What follows belongs to an exercise in optimizing a design on an open flow for small area; a production flow would make more cautious choices. Where RTL was checked, it was by simulation tests only, not by an equivalence proof against the original.

== the baseline ==
// fse_lms_updater
module fse_lms_updater (
   input  logic         clk,
   input  logic         i_reset,
   input  logic [7:0]   i_is_data_I,
   input  logic [7:0]   i_is_data_Q,
   input  logic         i_ctrl,
   input  logic         i_baud,
   input  logic [11:0]  i_fse_I,
   input  logic [11:0]  i_fse_Q,
   input  logic         i_en_rx,
   input  logic         i_en_lms,
   output logic [71:0]  o_taps_I,
   output logic [71:0]  o_taps_Q,
   output logic         o_en_taps,
   output logic         o_overrun
);
For scale: roughly 700 flip-flops, ~190 I/O pins, ~36,000 um2 of cells after synthesis.
==> flow/config.mk <==
export PLATFORM = sky130hd
export DESIGN_NAME = fse_lms_updater
export DESIGN_NICKNAME = fse_lms_updater
export VERILOG_FILES = /design/flow/design.v
export SDC_FILE = /design/flow/constraint.sdc
export NUM_CORES = 4
export LEC_CHECK = 0
export CAP_MARGIN = 20
export CORE_MARGIN = 2
export CORE_UTILIZATION = 40
export SLEW_MARGIN = 20
export SYNTH_HIERARCHICAL = 1
==> flow/constraint.sdc <==
create_clock -name core_clock -period 13.0 [get_ports {clk}]
set_input_delay 2.6000 -clock core_clock [delete_from_list [all_inputs] [get_ports {clk}]]
set_output_delay 2.6000 -clock core_clock [all_outputs]
set_load 0.01 [all_outputs]
run.sh (not shown) runs the stock make flow with config.mk's settings and CLKGATE_MAP_FILE= SYNTH_SCRIPT=/design/flow/synth_recipe.tcl, a recipe that flattens the netlist after the stock synthesis.
The baseline did not stop at any stage, and its layout met the timing, DRC and antenna checks.
diff inputs: the baseline => the candidate
Settings: CTS_BUF_LIST: unset -> sky130_fd_sc_hd__clkbuf_4.
Results
On the candidate: met3 wire length is about 16% higher than what the baseline gave. Delta (the candidate minus the baseline): share of the core filled with cells in the final layout fell 0.29 points; final instance area fell by 260 um2; final cell count went up; worst-case setup margin in the final layout increased by 0.030 ns relative to the old numbers. | met1 usage in global routing | higher: the baseline |. Diff the baseline..the candidate | count of different cell masters after synthesis | unchanged. | wire length | the candidate vs the baseline | worse |.

---

fse_lms_updater, a different RTL version from the one above (not shown whole).
Size: ~190 I/O pins, roughly 33000 sq um of cells after synthesis.
==> flow/config.mk <==
export PLATFORM = sky130hd
export DESIGN_NAME = fse_lms_updater
export DESIGN_NICKNAME = fse_lms_updater
export VERILOG_FILES = /design/flow/design.v
export SDC_FILE = /design/flow/constraint.sdc
export NUM_CORES = 4
export LEC_CHECK = 0
export CAP_MARGIN = 20
export CORE_MARGIN = 2
export CORE_UTILIZATION = 55
export SLEW_MARGIN = 20
export SYNTH_HIERARCHICAL = 1
==> flow/constraint.sdc <==
create_clock -name core_clock -period 13.0 [get_ports {clk}]
set_input_delay 2.6000 -clock core_clock [delete_from_list [all_inputs] [get_ports {clk}]]
set_output_delay 2.6000 -clock core_clock [all_outputs]
set_load 0.01 [all_outputs]
standard.sh (not shown) runs the stock make flow with config.mk's settings and CLKGATE_MAP_FILE= SYNTH_SCRIPT=/design/flow/synth_recipe.tcl, a recipe that flattens the netlist after the stock synthesis.
==> flow/flow/run.sh <==
#!/bin/bash
# Own layout flow: the standard synthesis (standard.sh synth, unchanged),
# then the drive-1 resizing of flow/downsize.tcl on the synthesized netlist,
# then the standard ORFS layout (standard.sh finish) with minimum-size port
# buffers and a clock tree built without dummy loads from larger sink
# clusters. ORFS writes each tool's full log under orfs/logs/; the output of
# each command run here goes to a log file of its own in this folder.
set -euo pipefail
bash standard.sh synth > make_synth.log 2>&1
R=orfs/results/${FLOW_PLATFORM}/fse_lms_updater/base
LIB_FILE=${FLOW_HOME}/platforms/${FLOW_PLATFORM}/lib/sky130_fd_sc_hd__tt_025C_1v80.lib \
ODB=$R/1_synth.odb MAX_FANOUT=4 \
  openroad -no_init -exit flow/downsize.tcl > downsize.log 2>&1
touch $R/1_synth.sdc
export BUFFER_PORTS_ARGS="-buffer_cell sky130_fd_sc_hd__buf_1"
export CTS_ARGS="-sink_clustering_enable -repair_clock_nets -dont_use_dummy_load -buf_list sky130_fd_sc_hd__clkbuf_16 -sink_clustering_size 30 -sink_clustering_max_diameter 80"
bash standard.sh finish > make_layout.log 2>&1
Other scripts of this flow, unchanged in this note and not shown: flow/flow/downsize.tcl
The first run produced a clean layout.
Change:
- CORE_UTILIZATION: 55 -> 40
Outcome: Utilization is lower by 16 points; cell count is higher by 9.3%; via count barely changes; final area is higher by 1.1%; wire length is higher by 0.38%; setup slack is worse by 0.039 ns.
No functional check of the RTL was part of any run of this note.

---

Another version of the RTL of fse_lms_updater (not shown whole).
Size: roughly 2100 cells after synthesis, ~700 flip-flops.
export LEC_CHECK = 0
export CAP_MARGIN = 20
export CORE_MARGIN = 2
export CORE_UTILIZATION = 40
export SLEW_MARGIN = 20
export SYNTH_HIERARCHICAL = 1
create_clock -name core_clock -period 13.0 [get_ports {clk}]
==> flow/flow/run.sh <==
#!/bin/bash
# Own layout flow: the standard synthesis and ORFS flow (standard.sh), with
# minimum-size port buffers and a clock tree built without dummy loads from
# larger sink clusters. ORFS writes each tool's full log under orfs/logs/;
# the make output of each run goes to a log file here.
set -euo pipefail
bash standard.sh synth > make_synth.log 2>&1
export BUFFER_PORTS_ARGS="-buffer_cell sky130_fd_sc_hd__buf_1"
export CTS_ARGS="-sink_clustering_enable -repair_clock_nets -dont_use_dummy_load -buf_list sky130_fd_sc_hd__clkbuf_16 -sink_clustering_size 30 -sink_clustering_max_diameter 80"
bash standard.sh finish > make_layout.log 2>&1
The starting point finished clean.
==> next run, changes <==
==> flow/run.sh (new file) <==
#!/bin/bash
# synth_recipe.tcl (not shown) runs the flow's synth.tcl, then flattens the netlist and writes it again
# the make line also repeats each setting of config.mk as NAME=value (left out here)
make -C /OpenROAD-flow-scripts/flow DESIGN_CONFIG=/design/flow/config.mk WORK_HOME=/design/flow/orfs CLKGATE_MAP_FILE= SYNTH_SCRIPT=/design/flow/synth_recipe.tcl finish
--- a/flow/config.mk
+++ b/flow/config.mk
@@ -10,2 +10,3 @@
 export CORE_UTILIZATION = 40
+export CTS_BUF_LIST = sky130_fd_sc_hd__clkbuf_4
 export SLEW_MARGIN = 20
removed: flow/flow/run.sh
removed: flow/standard.sh
Worst setup slack is better by 62 ps.
Routed wire length rises by 5.4%.
Die area does not change.
Count of clock-buffer cells in the layout rose by 212.
==> next run, changes <==
--- a/flow/config.mk
+++ b/flow/config.mk
@@ -10,3 +10,5 @@
 export CORE_UTILIZATION = 40
-export CTS_BUF_LIST = sky130_fd_sc_hd__clkbuf_4
+export CTS_BUF_LIST = sky130_fd_sc_hd__clkbuf_16
+export CTS_CLUSTER_DIAMETER = 80
+export CTS_CLUSTER_SIZE = 30
 export SLEW_MARGIN = 20
Effect:
- setup slack improved by 33 ps
- count of clock-buffer cells in the layout decreases by 210
- via count is lower by a few percent
- cell area fell by a few percent
- area after synthesis is unchanged
- wire length fell by a few percent
==> next run, changes <==
--- a/flow/config.mk
+++ b/flow/config.mk
@@ -10,5 +10,5 @@
 export CORE_UTILIZATION = 40
-export CTS_BUF_LIST = sky130_fd_sc_hd__clkbuf_16
-export CTS_CLUSTER_DIAMETER = 80
-export CTS_CLUSTER_SIZE = 30
+export CTS_BUF_LIST = sky130_fd_sc_hd__clkbuf_8
+export CTS_CLUSTER_DIAMETER = 60
+export CTS_CLUSTER_SIZE = 20
 export SLEW_MARGIN = 20
The new run passed the timing, DRC and antenna checks.
Flip-flop and latch count stays the same.
Routed wire length climbs by 0.88%.
Core utilization drops by 0.11 points.
Worst setup slack got worse by 33 ps.
Design area hardly moves.
Die area stays the same.
Count of clock-buffer cells in the layout climbs by 18.

---

Another version of the RTL of fse_lms_updater (not shown whole).
Size in the first run: roughly 2,000 cells after synthesis.
clock: 13.0 ns
lec_check: 0
cap_margin: 20
core_margin: 2
core_utilization: 70
slew_margin: 20
synth_hierarchical: 1
==> flow/flow/run.sh <==
#!/bin/bash
# Own layout flow: the standard synthesis (standard.sh synth, unchanged),
# then the drive-1 resizing of flow/downsize.tcl on the synthesized netlist,
# then the standard ORFS layout (standard.sh finish) with minimum-size port
# buffers and a clock tree built without dummy loads from larger sink
# clusters. ORFS writes each tool's full log under orfs/logs/; the output of
# each command run here goes to a log file of its own in this folder.
set -euo pipefail
bash standard.sh synth > make_synth.log 2>&1
R=orfs/results/${FLOW_PLATFORM}/fse_lms_updater/base
LIB_FILE=${FLOW_HOME}/platforms/${FLOW_PLATFORM}/lib/sky130_fd_sc_hd__tt_025C_1v80.lib \
ODB=$R/1_synth.odb MAX_FANOUT=4 \
  openroad -no_init -exit flow/downsize.tcl > downsize.log 2>&1
touch $R/1_synth.sdc
export BUFFER_PORTS_ARGS="-buffer_cell sky130_fd_sc_hd__buf_1"
export CTS_ARGS="-sink_clustering_enable -repair_clock_nets -dont_use_dummy_load -buf_list sky130_fd_sc_hd__clkbuf_16 -sink_clustering_size 30 -sink_clustering_max_diameter 80"
bash standard.sh finish > make_layout.log 2>&1
Other scripts of this flow, unchanged in this note and not shown: flow/flow/downsize.tcl
Next try:
--- a/flow/flow/run.sh
+++ b/flow/flow/run.sh
@@ -15,3 +15,3 @@
 export BUFFER_PORTS_ARGS="-buffer_cell sky130_fd_sc_hd__buf_1"
-export CTS_ARGS="-sink_clustering_enable -repair_clock_nets -dont_use_dummy_load -buf_list sky130_fd_sc_hd__clkbuf_16 -sink_clustering_size 30 -sink_clustering_max_diameter 80"
+export CTS_ARGS="-sink_clustering_enable -repair_clock_nets -dont_use_dummy_load -buf_list \"sky130_fd_sc_hd__clkbuf_8 sky130_fd_sc_hd__clkbuf_16\" -sink_clustering_size 20 -sink_clustering_max_diameter 50"
 bash standard.sh finish > make_layout.log 2>&1
--- a/flow/config.mk
+++ b/flow/config.mk
@@ -9,3 +9,3 @@
 export CORE_MARGIN = 2
-export CORE_UTILIZATION = 70
+export CORE_UTILIZATION = 55
 export SLEW_MARGIN = 20
What happened: Synthesized cell count is unchanged; clock skew went up by 0.038 ns; sequential share of layout area went down by 1.7 points; worst setup slack loses 0.032 ns; routed wire length went up by about 3.6%.
Next try:
--- a/flow/flow/run.sh
+++ b/flow/flow/run.sh
@@ -15,3 +15,3 @@
 export BUFFER_PORTS_ARGS="-buffer_cell sky130_fd_sc_hd__buf_1"
-export CTS_ARGS="-sink_clustering_enable -repair_clock_nets -dont_use_dummy_load -buf_list \"sky130_fd_sc_hd__clkbuf_8 sky130_fd_sc_hd__clkbuf_16\" -sink_clustering_size 20 -sink_clustering_max_diameter 50"
+export CTS_ARGS="-sink_clustering_enable -repair_clock_nets -dont_use_dummy_load -buf_list sky130_fd_sc_hd__clkbuf_16 -sink_clustering_size 30 -sink_clustering_max_diameter 80"
 bash standard.sh finish > make_layout.log 2>&1
Outcome: The changed run completed without violations; die area stays the same; worst setup slack loses 0.0040 ns; cell area is lower by 1.8%; critical path depth is unchanged.
Next try:
--- a/flow/config.mk
+++ b/flow/config.mk
@@ -9,3 +9,3 @@
 export CORE_MARGIN = 2
-export CORE_UTILIZATION = 55
+export CORE_UTILIZATION = 65
 export SLEW_MARGIN = 20
=> The changed run completed with no timing, DRC or antenna violations. Design area shrinks by about 0.7%. Utilization grows by 10 points. Die area shrinks by 15%. First-iteration DRC count barely changes.
Next try:
--- a/flow/config.mk
+++ b/flow/config.mk
@@ -7,6 +7,6 @@
 export LEC_CHECK = 0
-export CAP_MARGIN = 20
+export CAP_MARGIN = 5
 export CORE_MARGIN = 2
-export CORE_UTILIZATION = 65
-export SLEW_MARGIN = 20
+export CORE_UTILIZATION = 55
+export SLEW_MARGIN = 5
 export SYNTH_HIERARCHICAL = 1
The new run went through all stages and came out clean.
Flip-flop and latch count does not change.
Via count falls slightly.
Die area rises by about a fifth.
Worst setup slack loses 0.14 ns.
Area after synthesis is unchanged.
Utilization falls by 10 points.
Sequential share of layout area falls by 0.42 points.
Count of clock-buffer cells in the layout rises by 5.
Next try:
--- a/flow/config.mk
+++ b/flow/config.mk
@@ -7,6 +7,7 @@
 export LEC_CHECK = 0
-export CAP_MARGIN = 5
+export CAP_MARGIN = 20
 export CORE_MARGIN = 2
-export CORE_UTILIZATION = 55
-export SLEW_MARGIN = 5
+export CORE_UTILIZATION = 70
+export GPL_ROUTABILITY_DRIVEN = 0
+export SLEW_MARGIN = 20
 export SYNTH_HIERARCHICAL = 1
Maximum frequency increases by 0.38%.
Via count increases by 2.2%.
Synthesized cell count stays the same.
Global-route usage increases by 4.7 points.

---

Starting RTL as in the previous note.
==> flow/config.mk <==
export PLATFORM = sky130hd
export DESIGN_NAME = fse_lms_updater
export DESIGN_NICKNAME = fse_lms_updater
export VERILOG_FILES = /design/flow/design.v
export SDC_FILE = /design/flow/constraint.sdc
export NUM_CORES = 4
export LEC_CHECK = 0
export CAP_MARGIN = 20
export CORE_MARGIN = 2
export CORE_UTILIZATION = 70
export PLACE_DENSITY_LB_ADDON = 0.0
export SLEW_MARGIN = 20
export SYNTH_HIERARCHICAL = 1
==> flow/constraint.sdc <==
create_clock -name core_clock -period 13.0 [get_ports {clk}]
set_input_delay 2.6000 -clock core_clock [delete_from_list [all_inputs] [get_ports {clk}]]
set_output_delay 2.6000 -clock core_clock [all_outputs]
set_load 0.01 [all_outputs]
==> flow/flow/run.sh <==
#!/bin/bash
# Own layout flow: the standard synthesis (standard.sh synth, unchanged),
# then the drive-1 resizing of flow/downsize.tcl on the synthesized netlist,
# then the standard ORFS layout (standard.sh finish) with minimum-size port
# buffers and a clock tree built without dummy loads from larger sink
# clusters. ORFS writes each tool's full log under orfs/logs/; the output of
# each command run here goes to a log file of its own in this folder.
set -euo pipefail
bash standard.sh synth > make_synth.log 2>&1
R=orfs/results/${FLOW_PLATFORM}/fse_lms_updater/base
LIB_FILE=${FLOW_HOME}/platforms/${FLOW_PLATFORM}/lib/sky130_fd_sc_hd__tt_025C_1v80.lib \
ODB=$R/1_synth.odb MAX_FANOUT=4 \
  openroad -no_init -exit flow/downsize.tcl > downsize.log 2>&1
touch $R/1_synth.sdc
export BUFFER_PORTS_ARGS="-buffer_cell sky130_fd_sc_hd__buf_1"
export CTS_ARGS="-sink_clustering_enable -repair_clock_nets -dont_use_dummy_load -buf_list sky130_fd_sc_hd__clkbuf_16 -sink_clustering_size 30 -sink_clustering_max_diameter 80"
bash standard.sh finish > make_layout.log 2>&1
==> flow/flow/downsize.tcl <==
# Resize the synthesized netlist's logic cells to drive strength 1 where the
# drive-1 cell is smaller and the cell drives few loads (ABC maps the small
# tree cells of the datapath with drive-2 cells). Registers, buffers,
# inverters and clock cells are left alone; the placement's repair_design and
# repair_timing size cells up again where slew or timing need it.
read_liberty $::env(LIB_FILE)
read_db $::env(ODB)
set lib [lindex [get_libs *] 0]
set n 0
set saved 0.0
foreach inst [get_cells *] {
  set m [get_property $inst ref_name]
  if {![regexp {^(sky130_fd_sc_hd__([a-z0-9]+))_([0-9]+)$} $m -> base fn drive]} { continue }
  if {$drive == 1} { continue }
  if {[regexp {^(df|edf|sdf|dl|buf|clk|inv|bufinv|conb|tap|fill|decap|diode|dly|probe|lpflow)} $fn]} { continue }
  set small [get_lib_cells -quiet */${base}_1]
  if {$small eq ""} { continue }
  set a_old [get_property [get_lib_cells */$m] area]
  set a_new [get_property $small area]
  if {$a_new >= $a_old} { continue }
  set fo 0
  foreach p [get_pins -of_objects $inst -filter "direction == output"] {
    set net [get_nets -quiet -of_objects $p]
    if {$net ne ""} { incr fo [llength [get_pins -quiet -of_objects $net -filter "direction == input"]] }
  }
  if {$fo > $::env(MAX_FANOUT)} { continue }
  replace_cell [get_full_name $inst] ${base}_1
  incr n
  set saved [expr {$saved + $a_old - $a_new}]
}
puts "downsize: resized $n cells, saved [format %.1f $saved] um2"
write_db $::env(ODB)
The baseline completed with no timing, DRC or antenna violations.
==> next run, changes <==
--- a/flow/config.mk
+++ b/flow/config.mk
@@ -8,6 +8,5 @@
 export CAP_MARGIN = 20
 export CORE_MARGIN = 2
-export CORE_UTILIZATION = 70
-export PLACE_DENSITY_LB_ADDON = 0.0
+export CORE_UTILIZATION = 72
 export SLEW_MARGIN = 20
 export SYNTH_HIERARCHICAL = 1
=>
- clock skew grows by 0.017 ns
- wire length goes up slightly
- maximum frequency went up slightly
- non-clock buffer count is higher by 2
- sequential share of layout area is about the same
- via count goes up slightly
- worst hold slack gains 0.0066 ns
- final cell count barely changes
- clock-buffer cell count came out lower by 1
==> next run, changes <==
--- a/flow/flow/run.sh
+++ b/flow/flow/run.sh
@@ -10,5 +10,5 @@
 R=orfs/results/${FLOW_PLATFORM}/fse_lms_updater/base
 LIB_FILE=${FLOW_HOME}/platforms/${FLOW_PLATFORM}/lib/sky130_fd_sc_hd__tt_025C_1v80.lib \
-ODB=$R/1_synth.odb MAX_FANOUT=4 \
+ODB=$R/1_synth.odb MAX_FANOUT=16 \
   openroad -no_init -exit flow/downsize.tcl > downsize.log 2>&1
 touch $R/1_synth.sdc
--- a/flow/config.mk
+++ b/flow/config.mk
@@ -8,5 +8,5 @@
 export CAP_MARGIN = 20
 export CORE_MARGIN = 2
-export CORE_UTILIZATION = 72
+export CORE_UTILIZATION = 70
 export SLEW_MARGIN = 20
 export SYNTH_HIERARCHICAL = 1
Wire length came out lower by 4.1%.
Area after synthesis is unchanged.
Core utilization came out lower by 2.1 points.
Sequential share of layout area stays flat.
Worst hold slack is about the same.
Cell area hardly moves.

separate check: timing with driven ports:
No port has a modelled driver above. Below, the same layouts with a new extraction and two added sets of constraints. Step 1 (the two cells are an assumption about what drives the block):
set clk [get_ports {clk}]
set_driving_cell -lib_cell sky130_fd_sc_hd__clkbuf_16 $clk
set_driving_cell -lib_cell sky130_fd_sc_hd__buf_2 [delete_from_list [all_inputs] $clk]
Step 2 times the ports against the registers' clock, not the clock port: input delays grow and output delays shrink by t, the midpoint of the rising clock arrivals with the driver on. Slacks: ideal / step 1 / step 2; pairs: ideal / step 1.
run | shift t [ns] | setup WS [ns] | worst setup path at the end
the baseline | 0.672 | 1.434 / 1.434 / 1.434 | register to register
the candidate | 1.049 | 1.463 / 1.463 / 1.463 | register to register
the first run of note 2 | 0.608 | 0.592 / 0.592 / 0.592 | register to register
the second run of note 2 | 0.619 | 0.553 / 0.553 / 0.553 | register to register
the first run of note 3 | 0.602 | 1.770 / 1.770 / 1.770 | register to register
the second run of note 3 | 1.089 | 1.832 / 1.832 / 1.832 | register to register
the third run of note 3 | 0.657 | 1.866 / 1.866 / 1.866 | register to register
the fourth run of note 3 | 0.756 | 1.833 / 1.833 / 1.833 | register to register
the first run of note 4 | 0.658 | 0.880 / 0.880 / 0.880 | register to register
the second run of note 4 | 0.655 | 0.847 / 0.847 / 0.847 | register to register
the third run of note 4 | 0.609 | 0.843 / 0.843 / 0.843 | register to register
the fourth run of note 4 | 0.659 | 0.973 / 0.973 / 0.973 | register to register
the fifth run of note 4 | 0.608 | 0.835 / 0.835 / 0.835 | register to register
the sixth run of note 4 | 0.656 | 0.882 / 0.882 / 0.882 | register to register
the first run of note 5 | 0.653 | 0.759 / 0.759 / 0.759 | register to register
the second run of note 5 | 0.655 | 0.831 / 0.831 / 0.831 | register to register
the third run of note 5 | 0.658 | 0.880 / 0.880 / 0.880 | register to register
After both steps every run listed still meets setup and hold.
